Context: an optimization exercise on an open-source flow, tuned for small area. The choices shown serve that exercise and are no tape-out recipe. Only simulation tests tie the RTL to the original design; equivalence was not proved. Power and IR drop assume default switching activity. No driver is modelled on the clock port, so clocking that relies on it looks cheaper here than on a real chip.

== yarrow ==
==> flow/design.v <==
`default_nettype none
package multi_pwm_pkg;
    localparam int NCH_DEFAULT   = 24;
    localparam int WIDTH_DEFAULT = 10;
    function automatic integer ch_idx_width(input integer nch);
        if (nch > 1) ch_idx_width = $clog2(nch);
        else         ch_idx_width = 1;
    endfunction
    typedef logic [WIDTH_DEFAULT-1:0] count_t;
endpackage
`default_nettype wire
`default_nettype none
module pwm_maj (
    input  logic a,
    input  logic b,
    input  logic c,
    output logic y
);
    assign y = (a & b) | (a & c) | (b & c);
endmodule
module pwm_fa (
    input  logic a,
    input  logic b,
    input  logic ci,
    output logic s,
    output logic co
);
    assign s  = a ^ b ^ ci;
    assign co = (a & b) | (a & ci) | (b & ci);
endmodule
module pwm_ha (
    input  logic a,
    input  logic b,
    output logic s,
    output logic co
);
    assign s  = a ^ b;
    assign co = a & b;
endmodule
module pwm_sel (
    input  logic d,
    input  logic en,
    input  logic q,
    input  logic en_n,
    output logic y
);
    assign y = (d & en) | (q & en_n);
endmodule
module pwm_cmp2 (
    input  logic [1:0] a,
    input  logic [1:0] nb,
    input  logic       c,
    output logic       y
);
    logic t;
    assign t = (a[0] & nb[0]) | (a[0] & c) | (nb[0] & c);
    assign y = (a[1] & nb[1]) | (a[1] & t) | (nb[1] & t);
endmodule
module pwm_cmp2s (
    input  logic [1:0] a,
    input  logic [1:0] nb,
    output logic       y
);
    logic t;
    assign t = a[0] & nb[0];
    assign y = (a[1] & nb[1]) | (a[1] & t) | (nb[1] & t);
endmodule
module pwm_gt
#(
    parameter int N = 10
) (
    input  logic [N-1:0] a,
    input  logic [N-1:0] nb,
    output logic         gt
);
    localparam int NP = N / 2;
    logic [NP:1] c;
    pwm_cmp2s u_c0 (.a(a[1:0]), .nb(nb[1:0]), .y(c[1]));
    for (genvar i = 1; i < NP; i++) begin : g_pair
        pwm_cmp2 u_c (.a(a[2*i+1:2*i]), .nb(nb[2*i+1:2*i]), .c(c[i]), .y(c[i+1]));
    end
    if (N % 2) begin : g_odd
        pwm_maj u_maj (.a(a[N-1]), .b(nb[N-1]), .c(c[NP]), .y(gt));
    end else begin : g_even
        assign gt = c[NP];
    end
endmodule
module pwm_chan_cmp
#(
    parameter int WIDTH = multi_pwm_pkg::WIDTH_DEFAULT
) (
    input  logic             clk,
    input  logic             reset_n,
    input  logic             wr_i,        
    input  logic             wr_n_i,      
    input  logic [WIDTH-1:0] wr_ton_i,
    input  logic [WIDTH-1:0] wr_phase_i,
    input  logic             load_i,      
    input  logic             load_n_i,    
    input  logic [WIDTH-1:0] ncnt_i,      
    input  logic [WIDTH:0]   ncntp_i,     
    input  logic             run_i,       
    input  logic             oe_i,
    output logic             pwm_o
);
    logic [WIDTH-1:0] ton_s_q, phase_s_q;
    logic [WIDTH-1:0] ton_a_q, phase_a_q;
    logic [WIDTH-1:0] ton_s_d, phase_s_d, ton_a_d, phase_a_d;
    logic [WIDTH:0]   w_end;
    logic [WIDTH:0]   w_ec;
    logic             w_end_lo_gt;
    logic             w_ph_gt, w_end_gt, w_endp_gt, w_ton_gt, w_raw;
    logic             pwm_q;
    logic written_q;
    logic w_load_ton;
    always_ff @(posedge clk or negedge reset_n) begin
        if (!reset_n) begin
            written_q <= 1'b0;
        end else begin
            written_q <= written_q | wr_i;
        end
    end
    assign w_load_ton = load_i & written_q;
    for (genvar i = 0; i < WIDTH; i++) begin : g_sel
        pwm_sel u_ton_s   (.d(wr_ton_i[i]),   .en(wr_i),       .q(ton_s_q[i]),   .en_n(wr_n_i),   .y(ton_s_d[i]));
        pwm_sel u_phase_s (.d(wr_phase_i[i]), .en(wr_i),       .q(phase_s_q[i]), .en_n(wr_n_i),   .y(phase_s_d[i]));
        pwm_sel u_ton_a   (.d(ton_s_q[i]),    .en(w_load_ton), .q(ton_a_q[i]),   .en_n(load_n_i), .y(ton_a_d[i]));
        pwm_sel u_phase_a (.d(phase_s_q[i]),  .en(load_i),     .q(phase_a_q[i]), .en_n(load_n_i), .y(phase_a_d[i]));
    end
    always_ff @(posedge clk) begin
        ton_s_q   <= ton_s_d;
        phase_s_q <= phase_s_d;
        ton_a_q   <= ton_a_d;
        phase_a_q <= phase_a_d;
    end
    pwm_ha u_ha (.a(phase_a_q[0]), .b(ton_a_q[0]), .s(w_end[0]), .co(w_ec[1]));
    for (genvar i = 1; i < WIDTH; i++) begin : g_add
        pwm_fa u_fa (.a(phase_a_q[i]), .b(ton_a_q[i]), .ci(w_ec[i]), .s(w_end[i]), .co(w_ec[i+1]));
    end
    assign w_end[WIDTH] = w_ec[WIDTH];
    pwm_gt #(.N(WIDTH))   u_ph   (.a(phase_a_q), .nb(ncnt_i),          .gt(w_ph_gt));
    pwm_gt #(.N(WIDTH))   u_end  (.a(w_end[WIDTH-1:0]), .nb(ncnt_i), .gt(w_end_lo_gt));
    assign w_end_gt = w_end[WIDTH] | w_end_lo_gt;
    pwm_gt #(.N(WIDTH+1)) u_endp (.a(w_end),     .nb(ncntp_i),         .gt(w_endp_gt));
    pwm_gt #(.N(WIDTH))   u_ton  (.a(ton_a_q),   .nb(ncnt_i),          .gt(w_ton_gt));
    assign w_raw = (!w_ph_gt && w_end_gt) || (w_endp_gt && w_ton_gt);
    always_ff @(posedge clk or negedge reset_n) begin
        if (!reset_n) begin
            pwm_q <= 1'b0;
        end else begin
            pwm_q <= w_raw & run_i & oe_i;
        end
    end
    assign pwm_o = pwm_q;
endmodule
`default_nettype wire
`default_nettype none
module multi_pwm_dbuf
#(
    parameter int NCH   = multi_pwm_pkg::NCH_DEFAULT,
    parameter int WIDTH = multi_pwm_pkg::WIDTH_DEFAULT
) (
    input  logic                           clk,
    input  logic                           reset_n,
    input  logic                           wr_en,
    input  logic [multi_pwm_pkg::ch_idx_width(NCH)-1:0]   wr_ch,
    input  logic [WIDTH-1:0]               wr_ton,
    input  logic [WIDTH-1:0]               wr_phase,
    input  logic                           period_wr,
    input  logic [WIDTH-1:0]               period_in,
    input  logic                           commit,
    input  logic [NCH-1:0]                 oe,
    output logic [NCH-1:0]                 pwm_out,
    output logic                           period_start,
    output logic                           update_pending,
    output logic                           update_done
);
    localparam int CHW = multi_pwm_pkg::ch_idx_width(NCH);
    logic [WIDTH-1:0] period_a_q, period_a_d;
    logic [WIDTH-1:0] period_s_q, period_s_d;
    logic [WIDTH-1:0] cnt_q;
    logic [WIDTH-1:0] cnt_d;
    logic [WIDTH-1:0] cnt_inc;
    logic [WIDTH:0]   cntp;
    logic [WIDTH:0]   w_ic;
    logic [WIDTH:0]   w_pc;
    logic             pending_q;
    logic             pending_d;
    logic             period_start_q;
    logic             update_done_q;
    logic             w_running;
    logic             w_boundary;
    logic             w_xfer;
    logic             w_clr;
    assign w_ic[0] = 1'b1;
    for (genvar i = 0; i < WIDTH; i++) begin : g_inc
        pwm_ha u_ha (.a(cnt_q[i]), .b(w_ic[i]), .s(cnt_inc[i]), .co(w_ic[i+1]));
    end
    pwm_ha u_pha (.a(cnt_q[0]), .b(period_a_q[0]), .s(cntp[0]), .co(w_pc[1]));
    for (genvar i = 1; i < WIDTH; i++) begin : g_cntp
        pwm_fa u_fa (.a(cnt_q[i]), .b(period_a_q[i]), .ci(w_pc[i]), .s(cntp[i]), .co(w_pc[i+1]));
    end
    assign cntp[WIDTH] = w_pc[WIDTH];
    always_comb begin
        w_running  = (period_a_q != '0);
        w_boundary = w_running && (cnt_inc == period_a_q);
        w_xfer     = pending_q && (w_boundary || !w_running);
        w_clr      = w_boundary || !w_running;
        pending_d  = w_xfer ? 1'b0 : (pending_q | commit);
        cnt_d      = cnt_inc & {WIDTH{!w_clr}};
    end
    for (genvar i = 0; i < WIDTH; i++) begin : g_per
        pwm_sel u_ps (.d(period_in[i]),  .en(period_wr), .q(period_s_q[i]), .en_n(!period_wr), .y(period_s_d[i]));
        pwm_sel u_pa (.d(period_s_q[i]), .en(w_xfer),    .q(period_a_q[i]), .en_n(!w_xfer),    .y(period_a_d[i]));
    end
    always_ff @(posedge clk or negedge reset_n) begin
        if (!reset_n) begin
            period_a_q     <= '0;
            period_s_q     <= '0;
            pending_q      <= 1'b0;
            period_start_q <= 1'b0;
            update_done_q  <= 1'b0;
        end else begin
            period_a_q     <= period_a_d;
            period_s_q     <= period_s_d;
            pending_q      <= pending_d;
            period_start_q <= w_running && (cnt_q == '0);
            update_done_q  <= w_xfer;
        end
    end
    always_ff @(posedge clk) begin
        cnt_q <= cnt_d;
    end
    logic [3:0] w_dec_hi;
    logic [7:0] w_dec_lo;
    always_comb begin
        for (int h = 0; h < 4; h++) w_dec_hi[h] = wr_en && (wr_ch[CHW-1:3] == 2'(h));
        for (int l = 0; l < 8; l++) w_dec_lo[l] = (wr_ch[2:0] == 3'(l));
    end
    generate
        for (genvar c = 0; c < NCH; c++) begin : g_chan
            logic w_wr;
            assign w_wr = w_dec_hi[c / 8] && w_dec_lo[c % 8];
            pwm_chan_cmp #(
                .WIDTH (WIDTH)
            ) u_cmp (
                .clk        (clk),
                .reset_n    (reset_n),
                .wr_i       (w_wr),
                .wr_n_i     (!w_wr),
                .wr_ton_i   (wr_ton),
                .wr_phase_i (wr_phase),
                .load_i     (w_xfer),
                .load_n_i   (!w_xfer),
                .ncnt_i     (~cnt_q),
                .ncntp_i    (~cntp),
                .run_i      (w_running),
                .oe_i       (oe[c]),
                .pwm_o      (pwm_out[c])
            );
        end
    endgenerate
    assign period_start   = period_start_q;
    assign update_pending = pending_q;
    assign update_done    = update_done_q;
endmodule
`default_nettype wire
Settings: LEC_CHECK=0, CAP_MARGIN=5, CORE_MARGIN=2, CORE_UTILIZATION=70, CTS_CLUSTER_DIAMETER=100, CTS_CLUSTER_SIZE=30, GPL_TIMING_DRIVEN=0, SLEW_MARGIN=5, SYNTH_HIERARCHICAL=1, SYNTH_MINIMUM_KEEP_SIZE=0; clock period 10.0 ns.
standard.sh (not shown) runs the stock make flow with config.mk's settings and CLKGATE_MAP_FILE= SYNTH_SCRIPT=/design/flow/synth_recipe.tcl, a recipe that flattens the netlist after the stock synthesis.
==> flow/flow/run.sh <==
#!/bin/bash
# Layout flow: the standard flow (standard.sh, with the standard
# synthesis), with two changes to how the layout is made:
#  - the port buffers are the smallest buffer, sky130_fd_sc_hd__buf_1;
#  - clock tree synthesis adds no dummy loads;

# The make output goes to flow_make.log here; each step's own log is under
# orfs/logs/.
set -euo pipefail
bash standard.sh \
    "BUFFER_PORTS_ARGS=-buffer_cell sky130_fd_sc_hd__buf_1" \
    "CTS_ARGS=-sink_clustering_enable -repair_clock_nets -sink_clustering_size 30 -sink_clustering_max_diameter 100 -dont_use_dummy_load" \
    finish > flow_make.log 2>&1
Input-level comparison between fjord and yarrow:
- swapping 5 for 20 in SLEW_MARGIN
- clearing GPL_TIMING_DRIVEN, which used to be 0
- swapping 5 for 20 in CAP_MARGIN
==> flow/run.sh (new file) <==
#!/bin/bash
# synth_recipe.tcl (not shown) runs the flow's synth.tcl, then flattens the netlist and writes it again
# the make line also repeats each setting of config.mk as NAME=value (left out here)
make -C /OpenROAD-flow-scripts/flow DESIGN_CONFIG=/design/flow/config.mk WORK_HOME=/design/flow/orfs CLKGATE_MAP_FILE= SYNTH_SCRIPT=/design/flow/synth_recipe.tcl finish
removed: flow/flow/run.sh
removed: flow/standard.sh
The final layout from fjord, which completed every stage, passed the timing, DRC and antenna checks at the end of the flow. The final reports for fjord and yarrow show placed wire-length estimate lower in the former. yarrow -> fjord: total net switching power decreased slightly. Compare fjord and yarrow | worst setup slack before clock tree synthesis higher: yarrow. When fjord is set beside yarrow, its worst setup margin turns out to be 47 ps smaller. From yarrow to fjord the numbers moved as follows: power density over cell area decreased by about 0.45% relative to the old numbers; clock share of power went up by 0.7 points; largest net degree at the start of global routing shows an increase of 98; worst hold slack neither gained nor lost much. | fraction of power spent switching nets | yarrow vs fjord | ≈ equal |. Data-path buffer share of cell area in the final layout, fjord and yarrow: higher on yarrow.
[inputs] nickel vs fjord
==> flow/flow/run.sh (new file) <==
#!/bin/bash
# Layout flow: the standard flow (standard.sh, with the standard
# synthesis), with two changes to how the layout is made:
#  - the port buffers are the smallest buffer, sky130_fd_sc_hd__buf_1;
#  - clock tree synthesis adds no dummy loads;

# The make output goes to flow_make.log here; each step's own log is under
# orfs/logs/.
set -euo pipefail
bash standard.sh \
    "BUFFER_PORTS_ARGS=-buffer_cell sky130_fd_sc_hd__buf_1" \
    "CTS_ARGS=-sink_clustering_enable -repair_clock_nets -sink_clustering_size 30 -sink_clustering_max_diameter 100 -dont_use_dummy_load" \
    finish > flow_make.log 2>&1
==> flow/standard.sh (new file) <==
#!/bin/bash
# synth_recipe.tcl (not shown) runs the flow's synth.tcl, then flattens the netlist and writes it again
# the make line also repeats each setting of config.mk as NAME=value (left out here)
make -C /OpenROAD-flow-scripts/flow DESIGN_CONFIG=/design/flow/config.mk WORK_HOME=/design/flow/orfs CLKGATE_MAP_FILE= SYNTH_SCRIPT=/design/flow/synth_recipe.tcl "${@:-finish}"
removed: flow/run.sh
Results
From nickel to fjord, critical path depth did not move at all. nickel has global-route wire length before repair below what fjord had. Taking fjord as the reference, in nickel final clock period utilization by the worst path has increased; buffer share of cell area fell by 0.83 points; fraction of final layout cells sized beyond drive strength 1 neither gained nor lost much; final area went down 1.1%. nickel reports a lower post-route worst setup slack than fjord does. Re share of cell area taken by flip-flops and latches: fjord was lower than nickel. Count of clock buffers in the final design was lower in the run labelled nickel. nickel vs fjord: first-iteration DRC count down by a few percent.

-- what the ideal ports hide --
Ports are ideal in the flow. The routed layouts listed here were re-timed in OpenROAD. Step 1 assumes that a clkbuf_16 drives the clock port and a buf_2 every other input. Step 2, shift: input delay + t, output delay - t, t = (earliest + latest rising clock arrival at the registers) / 2. This alone moves slack from input paths to output paths. a / b / c = ideal ports / drivers / drivers and shift; a / b = the first two.
run	t, ns	setup WS [ns]	hold WS [ns]	worst slew at a driven data input, ns
yarrow	0.682	3.799 / 3.799 / 3.799	0.466 / 0.466 / 0.466	0.10
fjord	0.698	3.752 / 3.752 / 3.752	0.464 / 0.464 / 0.464	0.10
nickel	0.688	3.681 / 3.681 / 3.681	0.462 / 0.462 / 0.462	0.09
After both steps every run listed still meets setup and hold.
